This design comes from an exercise in tuning for small area and few clock cycles on the open sky130 flow, not from production work.
The RTL was checked by simulation tests, not by an equivalence proof against the original design.
Power and IR drop assume default switching activity.

==> flow/design.v <==
package lpcmu_pkg;
   localparam int MAX_CHANNELS = 8;
   localparam int STORE_DEPTH  = 8 * MAX_CHANNELS;
   localparam int ADDR_W       = $clog2(STORE_DEPTH);
   localparam int FILL_W       = ADDR_W + 1;
   localparam logic [1:0] CSR_SAMPLE_FORMAT = 2'd0;
   localparam logic [1:0] CSR_BLURAY_MODE   = 2'd1;
   localparam logic [1:0] CSR_CHANNEL_COUNT = 2'd2;
   typedef enum logic [1:0] {
      FMT_16 = 2'd0,
      FMT_20 = 2'd1,
      FMT_24 = 2'd2,
      FMT_32 = 2'd3
   } fmt_type;
   typedef struct packed {
      fmt_type    sample_format;
      logic       bluray_mode;
      logic [3:0] channel_count;
   } cfg_type;
   typedef struct packed {
      logic is_error;
      logic bank;
   } job_type;
   typedef struct packed {
      logic              en;
      logic              bank;
      logic [ADDR_W-1:0] addr;
      logic [7:0]        data;
   } store_wr_type;
   typedef struct packed {
      logic              en;
      logic              bank;
      logic [ADDR_W-1:0] addr;
   } store_rd_type;
endpackage
module lpcmu_store (
   input  logic                  clock,
   input  lpcmu_pkg::store_wr_type wr,
   input  lpcmu_pkg::store_rd_type rd,
   output logic [7:0]            rd_data
);
   logic [7:0] mem [0:2*lpcmu_pkg::STORE_DEPTH-1];
   logic [7:0] rd_data_ff;
   always_ff @(posedge clock) begin
      if (wr.en) begin
         mem[{wr.bank, wr.addr}] <= wr.data;
      end
      if (rd.en) begin
         rd_data_ff <= mem[{rd.bank, rd.addr}];
      end
   end
   assign rd_data = rd_data_ff;
endmodule
module lpcmu_queue (
   input  logic               clock,
   input  logic               reset,
   input  logic               push,
   input  lpcmu_pkg::job_type push_job,
   input  logic               pop,
   output lpcmu_pkg::job_type head_job,
   output logic               empty,
   output logic               full
);
   lpcmu_pkg::job_type    entry0_ff;
   lpcmu_pkg::job_type    entry1_ff;
   logic       wr_ptr_ff, wr_ptr_in;
   logic       rd_ptr_ff, rd_ptr_in;
   logic [1:0] count_ff, count_in;
   always_comb begin
      wr_ptr_in = wr_ptr_ff ^ push;
      rd_ptr_in = rd_ptr_ff ^ pop;
      count_in  = count_ff + 2'(push) - 2'(pop);
   end
   always_ff @(posedge clock) begin
      if (reset) begin
         wr_ptr_ff <= 1'b0;
         rd_ptr_ff <= 1'b0;
         count_ff  <= 2'd0;
      end else begin
         wr_ptr_ff <= wr_ptr_in;
         rd_ptr_ff <= rd_ptr_in;
         count_ff  <= count_in;
      end
   end
   always_ff @(posedge clock) begin
      if (push && !wr_ptr_ff) begin
         entry0_ff <= push_job;
      end
      if (push && wr_ptr_ff) begin
         entry1_ff <= push_job;
      end
   end
   assign head_job = rd_ptr_ff ? entry1_ff : entry0_ff;
   assign empty    = (count_ff == 2'd0);
   assign full     = (count_ff == 2'd2);
endmodule
module lpcmu_front (
   input  logic                    clock,
   input  logic                    reset,
   input  lpcmu_pkg::cfg_type      cfg,
   input  logic                    accept,
   input  logic [7:0]              data_byte,
   input  logic                    end_of_frame,
   output logic                    push,
   output lpcmu_pkg::job_type      push_job,
   output lpcmu_pkg::store_wr_type wr
);
   logic [lpcmu_pkg::ADDR_W-1:0] fill_ff, fill_in;
   logic              bank_ff, bank_in;
   logic [lpcmu_pkg::FILL_W-1:0] c_ext;
   logic [lpcmu_pkg::FILL_W-1:0] gsize;
   logic              cfg_bad;
   logic [lpcmu_pkg::ADDR_W-1:0] eff_fill;
   logic [lpcmu_pkg::FILL_W-1:0] next_fill;
   logic              done;
   always_comb begin
      c_ext = lpcmu_pkg::FILL_W'(cfg.channel_count);
      if (cfg.bluray_mode) begin
         unique case (cfg.sample_format)
            lpcmu_pkg::FMT_16:  gsize = c_ext << 1;
            lpcmu_pkg::FMT_24:  gsize = (c_ext << 1) + c_ext;
            lpcmu_pkg::FMT_20,
            lpcmu_pkg::FMT_32:  gsize = c_ext << 2;
            default: gsize = c_ext << 2;
         endcase
      end else begin
         unique case (cfg.sample_format)
            lpcmu_pkg::FMT_16:  gsize = c_ext << 1;
            lpcmu_pkg::FMT_20:  gsize = (c_ext << 2) + c_ext;
            lpcmu_pkg::FMT_24:  gsize = (c_ext << 2) + (c_ext << 1);
            lpcmu_pkg::FMT_32:  gsize = c_ext << 3;
            default: gsize = c_ext << 3;
         endcase
      end
      cfg_bad = (cfg.channel_count == 4'd0)
             || (cfg.channel_count > 4'(lpcmu_pkg::MAX_CHANNELS))
             || ((cfg.sample_format == lpcmu_pkg::FMT_20)
                 && (cfg.bluray_mode || cfg.channel_count[0]));
      eff_fill  = ({1'b0, fill_ff} >= gsize) ? '0 : fill_ff;
      next_fill = {1'b0, eff_fill} + lpcmu_pkg::FILL_W'(1);
      done      = (next_fill == gsize);
      push              = 1'b0;
      push_job.is_error = cfg_bad;
      push_job.bank     = bank_ff;
      wr.en             = 1'b0;
      wr.bank           = bank_ff;
      wr.addr           = eff_fill;
      wr.data           = data_byte;
      fill_in           = fill_ff;
      bank_in           = bank_ff;
      if (accept) begin
         if (cfg_bad) begin
            push    = 1'b1;
            fill_in = '0;
         end else begin
            wr.en = 1'b1;
            if (done) begin
               push    = 1'b1;
               fill_in = '0;
               bank_in = ~bank_ff;
            end else if (end_of_frame) begin
               fill_in = '0;
            end else begin
               fill_in = next_fill[lpcmu_pkg::ADDR_W-1:0];
            end
         end
      end
   end
   always_ff @(posedge clock) begin
      if (reset) begin
         fill_ff <= '0;
         bank_ff <= 1'b0;
      end else begin
         fill_ff <= fill_in;
         bank_ff <= bank_in;
      end
   end
endmodule
module lpcmu_back (
   input  logic                    clock,
   input  logic                    reset,
   input  lpcmu_pkg::cfg_type      cfg,
   input  logic                    head_valid,
   input  lpcmu_pkg::job_type      head_job,
   output logic                    pop,
   output lpcmu_pkg::store_rd_type rd,
   input  logic [7:0]              rd_data,
   output logic                    rsp_valid,
   input  logic                    rsp_stall,
   output logic [7:0]              rsp_out_byte,
   output logic                    rsp_group_last,
   output logic                    rsp_config_error
);
   localparam logic [7:0] HIGH_NIBBLE  = 8'hf0;
   localparam int         NIBBLE_SHIFT = 4;
   typedef enum logic [1:0] {
      OP_COPY,
      OP_NIB_HI,
      OP_NIB_LO,
      OP_ERROR
   } op_type;
   function automatic logic [2:0] br_src_chan(input logic [3:0] c, input logic [2:0] s);
      logic [2:0] k;
      k = s;
      if (c == 4'd6) begin
         if (s == 3'd3) k = 3'd5;
         if (s == 3'd4) k = 3'd3;
         if (s == 3'd5) k = 3'd4;
      end else if (c == 4'd7) begin
         if (s == 3'd3) k = 3'd6;
         if (s == 3'd4) k = 3'd3;
         if (s == 3'd6) k = 3'd4;
      end else if (c == 4'd8) begin
         if (s == 3'd3) k = 3'd7;
         if (s == 3'd4) k = 3'd3;
         if (s == 3'd5) k = 3'd6;
         if (s == 3'd6) k = 3'd4;
         if (s == 3'd7) k = 3'd5;
      end
      br_src_chan = k;
   endfunction
   logic [3:0]        j_ff, j_in;
   logic [2:0]        p_ff, p_in;
   logic              mid_valid_ff, mid_valid_in;
   op_type            mid_op_ff, mid_op_in;
   logic              mid_last_ff, mid_last_in;
   logic              out_valid_ff, out_valid_in;
   logic [7:0]        out_byte_ff, out_byte_in;
   logic              out_last_ff, out_last_in;
   logic              out_error_ff, out_error_in;
   logic [2:0]        sw;           
   logic [3:0]        j_last;       
   logic [4:0]        two_c;
   logic              last;
   logic              move;
   logic              issue;
   logic [lpcmu_pkg::ADDR_W-1:0] j6, c4, addr;
   logic [2:0]        kin;
   logic [lpcmu_pkg::ADDR_W-1:0] k6;
   op_type            op;
   always_comb begin
      two_c = {cfg.channel_count, 1'b0};
      j6    = lpcmu_pkg::ADDR_W'(j_ff);
      c4    = lpcmu_pkg::ADDR_W'({cfg.channel_count, 2'b00});
      kin   = br_src_chan(cfg.channel_count, j_ff[2:0]);
      k6    = lpcmu_pkg::ADDR_W'(kin);
      op    = OP_COPY;
      addr  = '0;
      if (cfg.bluray_mode) begin
         unique case (cfg.sample_format)
            lpcmu_pkg::FMT_16:  sw = 3'd2;
            lpcmu_pkg::FMT_24:  sw = 3'd3;
            lpcmu_pkg::FMT_20,
            lpcmu_pkg::FMT_32:  sw = 3'd4;
            default: sw = 3'd4;
         endcase
         j_last = cfg.channel_count - 4'd1;
         unique case (sw)
            3'd2:    addr = (k6 << 1) + lpcmu_pkg::ADDR_W'(3'd1 - p_ff);
            3'd3:    addr = (k6 << 1) + k6 + lpcmu_pkg::ADDR_W'(3'd2 - p_ff);
            default: addr = (k6 << 2) + lpcmu_pkg::ADDR_W'(3'd3 - p_ff);
         endcase
      end else begin
         unique case (cfg.sample_format)
            lpcmu_pkg::FMT_16: begin
               sw     = 3'd2;
               j_last = cfg.channel_count - 4'd1;
               addr   = (j6 << 1) + lpcmu_pkg::ADDR_W'(p_ff == 3'd0);
            end
            lpcmu_pkg::FMT_20: begin
               sw     = 3'd6;
               j_last = cfg.channel_count - 4'd1;
               unique case (p_ff)
                  3'd0: begin addr = c4 + j6; op = OP_NIB_HI; end
                  3'd1: addr = (j6 << 2) + lpcmu_pkg::ADDR_W'(1);
                  3'd2: addr = (j6 << 2);
                  3'd3: begin addr = c4 + j6; op = OP_NIB_LO; end
                  3'd4: addr = (j6 << 2) + lpcmu_pkg::ADDR_W'(3);
                  default: addr = (j6 << 2) + lpcmu_pkg::ADDR_W'(2);
               endcase
            end
            lpcmu_pkg::FMT_24: begin
               sw     = 3'd3;
               j_last = 4'(two_c - 5'd1);
               unique case (p_ff)
                  3'd0:    addr = c4 + j6;
                  3'd1:    addr = (j6 << 1) + lpcmu_pkg::ADDR_W'(1);
                  default: addr = (j6 << 1);
               endcase
            end
            default: begin
               sw     = 3'd4;
               j_last = 4'(two_c - 5'd1);
               unique case (p_ff)
                  3'd0:    addr = c4 + (j6 << 1) + lpcmu_pkg::ADDR_W'(1);
                  3'd1:    addr = c4 + (j6 << 1);
                  3'd2:    addr = (j6 << 1) + lpcmu_pkg::ADDR_W'(1);
                  default: addr = (j6 << 1);
               endcase
            end
         endcase
      end
      if (head_job.is_error) begin
         op = OP_ERROR;
      end
      last  = (j_ff == j_last) && (p_ff == sw - 3'd1);
      move  = mid_valid_ff && (!out_valid_ff || !rsp_stall);
      issue = head_valid && (!mid_valid_ff || move);
      pop   = issue && (head_job.is_error || last);
      rd.en   = issue && !head_job.is_error;
      rd.bank = head_job.bank;
      rd.addr = addr;
      j_in = j_ff;
      p_in = p_ff;
      if (issue && !head_job.is_error) begin
         if (last) begin
            j_in = '0;
            p_in = '0;
         end else if (p_ff == sw - 3'd1) begin
            j_in = j_ff + 4'd1;
            p_in = '0;
         end else begin
            p_in = p_ff + 3'd1;
         end
      end
      mid_valid_in = issue ? 1'b1 : (move ? 1'b0 : mid_valid_ff);
      mid_op_in    = issue ? op : mid_op_ff;
      mid_last_in  = issue ? (last && !head_job.is_error) : mid_last_ff;
      out_valid_in = move ? 1'b1 : (out_valid_ff && rsp_stall);
      out_byte_in  = out_byte_ff;
      out_last_in  = out_last_ff;
      out_error_in = out_error_ff;
      if (move) begin
         out_last_in  = mid_last_ff;
         out_error_in = (mid_op_ff == OP_ERROR);
         unique case (mid_op_ff)
            OP_COPY:   out_byte_in = rd_data;
            OP_NIB_HI: out_byte_in = rd_data & HIGH_NIBBLE;
            OP_NIB_LO: out_byte_in = 8'(rd_data << NIBBLE_SHIFT);
            default:   out_byte_in = '0;
         endcase
      end
   end
   always_ff @(posedge clock) begin
      if (reset) begin
         j_ff         <= '0;
         p_ff         <= '0;
         mid_valid_ff <= 1'b0;
         out_valid_ff <= 1'b0;
      end else begin
         j_ff         <= j_in;
         p_ff         <= p_in;
         mid_valid_ff <= mid_valid_in;
         out_valid_ff <= out_valid_in;
      end
   end
   always_ff @(posedge clock) begin
      mid_op_ff    <= mid_op_in;
      mid_last_ff  <= mid_last_in;
      out_byte_ff  <= out_byte_in;
      out_last_ff  <= out_last_in;
      out_error_ff <= out_error_in;
   end
   assign rsp_valid        = out_valid_ff;
   assign rsp_out_byte     = out_byte_ff;
   assign rsp_group_last   = out_last_ff;
   assign rsp_config_error = out_error_ff;
endmodule
module lpcm_sample_unpacker (
   input  logic       clock,
   input  logic       reset,
   input  logic       req_valid,
   output logic       req_stall,
   input  logic [7:0] req_data_byte,
   input  logic       req_end_of_frame,
   output logic       rsp_valid,
   input  logic       rsp_stall,
   output logic [7:0] rsp_out_byte,
   output logic       rsp_group_last,
   output logic       rsp_config_error,
   input  logic       csr_wr_en,
   input  logic [1:0] csr_index,
   input  logic [3:0] csr_wr_data
);
   lpcmu_pkg::fmt_type      sample_format_ff;
   logic         bluray_mode_ff;
   logic [3:0]   channel_count_ff;
   lpcmu_pkg::cfg_type      cfg;
   logic         accept;
   logic         push;
   lpcmu_pkg::job_type      push_job;
   logic         pop;
   lpcmu_pkg::job_type      head_job;
   logic         q_empty;
   logic         q_full;
   lpcmu_pkg::store_wr_type wr;
   lpcmu_pkg::store_rd_type rd;
   logic [7:0]   rd_data;
   always_ff @(posedge clock) begin
      if (reset) begin
         sample_format_ff <= lpcmu_pkg::FMT_16;
         bluray_mode_ff   <= 1'b0;
         channel_count_ff <= 4'd2;
      end else if (csr_wr_en) begin
         if (csr_index == lpcmu_pkg::CSR_SAMPLE_FORMAT) begin
            sample_format_ff <= lpcmu_pkg::fmt_type'(csr_wr_data[1:0]);
         end
         if (csr_index == lpcmu_pkg::CSR_BLURAY_MODE) begin
            bluray_mode_ff <= csr_wr_data[0];
         end
         if (csr_index == lpcmu_pkg::CSR_CHANNEL_COUNT) begin
            channel_count_ff <= csr_wr_data;
         end
      end
   end
   assign cfg.sample_format = sample_format_ff;
   assign cfg.bluray_mode   = bluray_mode_ff;
   assign cfg.channel_count = channel_count_ff;
   assign req_stall = q_full;
   assign accept    = req_valid && !q_full;
   lpcmu_front u_front (
      .clock        (clock),
      .reset        (reset),
      .cfg          (cfg),
      .accept       (accept),
      .data_byte    (req_data_byte),
      .end_of_frame (req_end_of_frame),
      .push         (push),
      .push_job     (push_job),
      .wr           (wr)
   );
   lpcmu_queue u_queue (
      .clock    (clock),
      .reset    (reset),
      .push     (push),
      .push_job (push_job),
      .pop      (pop),
      .head_job (head_job),
      .empty    (q_empty),
      .full     (q_full)
   );
   lpcmu_store u_store (
      .clock   (clock),
      .wr      (wr),
      .rd      (rd),
      .rd_data (rd_data)
   );
   lpcmu_back u_back (
      .clock            (clock),
      .reset            (reset),
      .cfg              (cfg),
      .head_valid       (!q_empty),
      .head_job         (head_job),
      .pop              (pop),
      .rd               (rd),
      .rd_data          (rd_data),
      .rsp_valid        (rsp_valid),
      .rsp_stall        (rsp_stall),
      .rsp_out_byte     (rsp_out_byte),
      .rsp_group_last   (rsp_group_last),
      .rsp_config_error (rsp_config_error)
   );
endmodule
==> flow/run.sh <==
#!/bin/bash
# synth_recipe.tcl (not shown) runs the flow's synth.tcl, then flattens the netlist and writes it again
# the make line also repeats each setting of config.mk as NAME=value (left out here)
make -C /OpenROAD-flow-scripts/flow DESIGN_CONFIG=/design/flow/config.mk WORK_HOME=/design/flow/orfs CLKGATE_MAP_FILE= SYNTH_SCRIPT=/design/flow/synth_recipe.tcl finish
==> flow/config.mk <==
export PLATFORM = sky130hd
export DESIGN_NAME = lpcm_sample_unpacker
export DESIGN_NICKNAME = lpcm_sample_unpacker
export VERILOG_FILES = /design/flow/design.v
export SDC_FILE = /design/flow/constraint.sdc
export NUM_CORES = 4
export LEC_CHECK = 0
export CAP_MARGIN = 20
export CORE_MARGIN = 2
export CORE_UTILIZATION = 40
export SLEW_MARGIN = 20
==> flow/constraint.sdc <==
create_clock -name core_clock -period 9.0 [get_ports {clock}]
set_input_delay 1.8000 -clock core_clock [delete_from_list [all_inputs] [get_ports {clock}]]
set_output_delay 1.8000 -clock core_clock [all_outputs]
set_load 0.01 [all_outputs]
==> summary.md <==
| Metric | Value |
|---|---|
| Initial Utilization | `40.2%` |
| Vias post-DR | `between 30k and 40k` |
| Most used DFF post-synth | `edfxtp_1` |
| Final net count | `roughly 3.8k` |
| Fin cells | `about 5.3k` |
| Grt ovf | `0` |
| Total wire length | `roughly 130000 um` |
| Sequential area share after synthesis | `68.7%` |
| Worst hold start | `u_back.mid_last_ff` |
| Area post-placement | `between 0.04 and 0.05 mm2` |
| Synthesized area | `0.0466 mm2` |
| Critical-path top delay cell | `o41ai_1` |
| Hold Crit Endpoint | `u_back.out_last_ff` |
| Crit-path max FO | `55` |
| WP depth | `22` |
| Die width | `345 um` |
| Placed instance count | `around 5.1k` |
| Setup TNS | `0 ns` |
| Switching fraction of total power | `between 20 and 30%` |
| I/O Buffers | `31` |
| Post-CTS setup buffer count | `0` |
| Cell Chain, Critical Path | `inv_1 > ha_1 > nand2_1 > nor3b_1 > nand2b_1 > a21oi_1 > o21ai_0 > o21ai_0 > inv_1 > fa_1 > xnor2_1 > ha_1 > a21oi_1 > and3_1 > nor3_1 > o31a_1 > mux2i_4 > buf_4 > a211oi_1 > o41ai_1 > o2111ai_1 > nor3_1` |
| R2r startpoint | `channel_count_ff[2]` |
| Slowest cell delay on critical path | `0.87 ns` |
| Max Buffers Root-to-Sink | `3` |
| Unrepaired setup endpoints after global routing | `no` |
| P_int | `approximately 8800 uW` |
| Tightest Pin Transition | `approximately 1.1 ns` |
| Pwr per Cell Area | `between 200 and 250 mW/mm2` |
| Layout cells sized above 1 | `approximately 7%` |
| Overall Global Routing Usage | `between 20% and 30%` |
| DIE HEIGHT | `345 um` |
| CTS H-Tree Depth | `3` |
| Fin area | `0.0518 mm2` |
| Status | `timing/DRC/antenna clean` |
| Syn Inst Count | `about 3.7k` |
| Most frequent cells in the layout | `1049 x edfxtp_1, 904 x nand2_1, 409 x nand3_1, 171 x nor2_1, 157 x mux2i_1` |
| Residual DRC | `0` |
| Synth unique cells | `75` |
| FMAX | `between 0.1 and 0.15 GHz` |
| Ports | `32` |
| Mean Syn Cell Area | `between 10 and 15 um2` |
| Drt pass-1 iters | `8` |
| Post-synth EDFFs | `~1.0k` |
| Seq pwr share | `between 40% and 50%` |
| Clock Latency Late Sink | `roughly 0.7 ns` |
| GP Congestion | `0.847` |
| CTS root buf | `clkbuf_16` |
| Yosys warnings | `5` |
| CTS tree | `built` |
| Synth async-reset ratio | `0%` |
| Syn Nets | `between 3k and 4k` |
| Num CTS Buffers | `between 100 and 150` |
| # diodes | `0` |
| CTS Hold Bufs | `0` |
| Initial DRC Count | `between 3k and 4k` |
| Dpl hpwl | `75200 um` |
| FF-to-FF setup slack | `roughly 1.3 ns` |
| Min-delay worst type | `flip-flop to flip-flop` |
| R2R depth | `22` |
| Slew headroom | `between 20% and 30%` |
| CP Class | `flip-flop to flip-flop` |
| Fin. Hold Viols | `0` |
| Leakage | `roughly 0.017 uW` |
| Final setup fails | `0` |
| Initial antenna violation count | `2` |
| Die ar. | `roughly 0.12 mm2` |
| Site row count | `125` |
| Sw power | `between 3000 and 4000 uW` |
| Max Cap Viol | `0` |
| Total core area | `0.116 mm2` |
| Leading cell type in the layout, fill and taps excluded | `edfxtp_1` |
| Number of vias per cell | `about 5.7` |
| Largest net degree at the start of global routing | `190` |
| Area grow syn2layout | `11.0%` |
| Worst Setup End Kind | `flip-flop` |
| Crit path arrival time | `between 8 and 9 ns` |
| Clk slew on worst S/H paths | `0.07 ns` |
| First-pass GRT wire length | `187000 um` |
| Critical Path RT | `9.53 ns` |
| Worst Skew | `around 0.032 ns` |
| Number of global-route vias before repair | `approximately 28k` |
| Clk pwr share | `about 37%` |
| CP bufs+invs | `3` |
| Peak supply drop | `177 uV` |
| Seq cells post-synth | `around 1.1k` |
| Routed Antenna Nets | `0` |
| CTS resizes | `0` |
| Hold depth | `0` |
| Hold Slack | `approximately 0.42 ns` |
| Top delay family on crit path | `compound AO/OA/AOI/OAI gates` |
| Wire per inst | `23.9 um` |
| Startpoint types | `flip-flop` |
| Reg-to-Reg End | `u_store.rd_data_ff[3]` |
| Post-route minimum period | `roughly 7.7 ns` |
| Gate power share | `approximately 17%` |
| Final Max Tran Viols | `0` |
| Fin crit share | `a little under nine tenths` |
| Clk sinks | `between 1k and 1.5k` |
[routing by layer]
layer,part of all wire (%),vias up,track usage (%)
met5,0.0079,-,0
met4,2.0,2,5.08
met3,6.9,170,3.02
met2,47,1128,33.0
met1,44,15100,29.4
li1,-,13700,-
[final cells by class]
type	count	area (um2)
timing repair buffer	96	870
tap	1524	1910
sequential	1076	32000
inverter	43	161
fill	10300	64100
clock buffer	137	2940
multi-input combinational	2344	13200
clock inverter	64	636
[synth_stat cells, types with 9 or more instances]
cell | n | area, um2
a2111oi_0 | 9 | 78.8
a211oi_1 | 132 | 991
a21o_1 | 10 | 75.1
a21oi_1 | 41 | 205
a22oi_1 | 11 | 82.6
a311oi_1 | 18 | 158
a31o_1 | 14 | 123
a31oi_1 | 19 | 119
a32oi_1 | 12 | 105
and3_1 | 35 | 219
buf_1 | 13 | 48.8
buf_2 | 108 | 541
buf_4 | 47 | 353
clkbuf_1 | 66 | 248
dfxtp_1 | 27 | 541
edfxtp_1 | 1049 | 31500
ha_1 | 56 | 701
inv_1 | 39 | 146
mux2i_1 | 158 | 1580
nand2_1 | 904 | 3390
nand2b_1 | 12 | 75.1
nand3_1 | 410 | 2050
nand3b_1 | 9 | 67.6
nand4_1 | 45 | 282
nor2_1 | 171 | 642
nor2b_1 | 14 | 87.6
nor3_1 | 28 | 140
nor3b_1 | 10 | 75.1
nor4_1 | 15 | 93.8
o2111ai_1 | 13 | 114
o211ai_1 | 12 | 90.1
o21ai_0 | 36 | 180
o221ai_1 | 10 | 87.6
o41ai_1 | 18 | 158
xnor2_1 | 21 | 184
xor2_1 | 10 | 87.6
[sequential cells by signal, indices dropped and copies added (netlist names)]
register,flops
u_queue.entry1_ff,2
u_queue.rd_ptr_ff,1
u_queue.wr_ptr_ff,1
bluray_mode_ff,1
u_back.mid_op_ff,2
channel_count_ff,4
u_store.rd_data_ff,8
u_back.j_ff,4
u_back.out_last_ff,1
u_front.bank_ff,1
sample_format_ff,2
u_queue.entry0_ff,2
u_queue.count_ff,2
u_back.out_byte_ff,8
u_back.out_error_ff,1
u_front.fill_ff,6
u_back.p_ff,3
u_store.mem,1024
u_back.mid_last_ff,1
u_back.mid_valid_ff,1
u_back.out_valid_ff,1
[worst max path at each step]
stage	from	to
after global placement	channel_count_ff[2]	u_store.rd_data_ff[3]
after global routing	channel_count_ff[2]	u_store.rd_data_ff[3]
after floorplan	channel_count_ff[1]	u_queue.count_ff[1]
final	channel_count_ff[2]	u_store.rd_data_ff[3]
after CTS	channel_count_ff[2]	u_store.rd_data_ff[3]
after detailed placement	channel_count_ff[2]	u_store.rd_data_ff[3]
[cells by family after synthesis]
family          Yosys count  synth area share, %
mux                     161                 3.46
flops                  1076                 68.7
simple gates           1672                 15.6
compound gates          416                 6.76
fa+ha+maj                64                 1.85
buf+inv                 284                 3.07
xor+xnor                 31                0.582
[power by group through the flow]
stage	clock, uW	combinational, uW	sequential, uW
floorplan	0	1510	5690
global placement	0	2110	5720
detailed placement	0	2120	5720
CTS	4600	2120	5610
global route	4790	2310	5620
finish	4550	2120	5620
[through the flow]
step | worst slack (ns) | power [uW] | util, %
after floorplan | 3.38 | 7200 | -
after global placement | 1.39 | 7820 | 41.6
after detailed placement | 1.37 | 7840 | 41.6
after CTS | 1.37 | 12300 | 44.7
after global routing | 0.836 | 12700 | 44.7
final | 1.33 | 12300 | 44.7
Testbench counts, summed over its fixed seeds: cycles 45,503.

==> separate check: timing with driven ports <==
No port has a modelled driver above. Below, the same layout with a new extraction and two added sets of constraints. Step 1, drivers: a clkbuf_16 drives clock and a buf_2 each remaining input, both assumed. Step 2 moves the port delays by t, midway between the first and last clock arrival at a register: inputs arrive t later, outputs are due t later. That takes back most of the time a late clock gives input paths. Three values: ideal ports, drivers, drivers and shift; two values: the first two.
t (ns): 0.750
setup WS [ns]: 1.329 / 1.329 / 1.329
hold WS [ns]: 0.422 / 0.422 / 0.422
worst slew at a driven data input, ns: 0.06
After both steps this run still meets setup and hold. For this run, drivers alone change the setup slack by 0.000 ns; drivers and shift together by 0.000 ns.
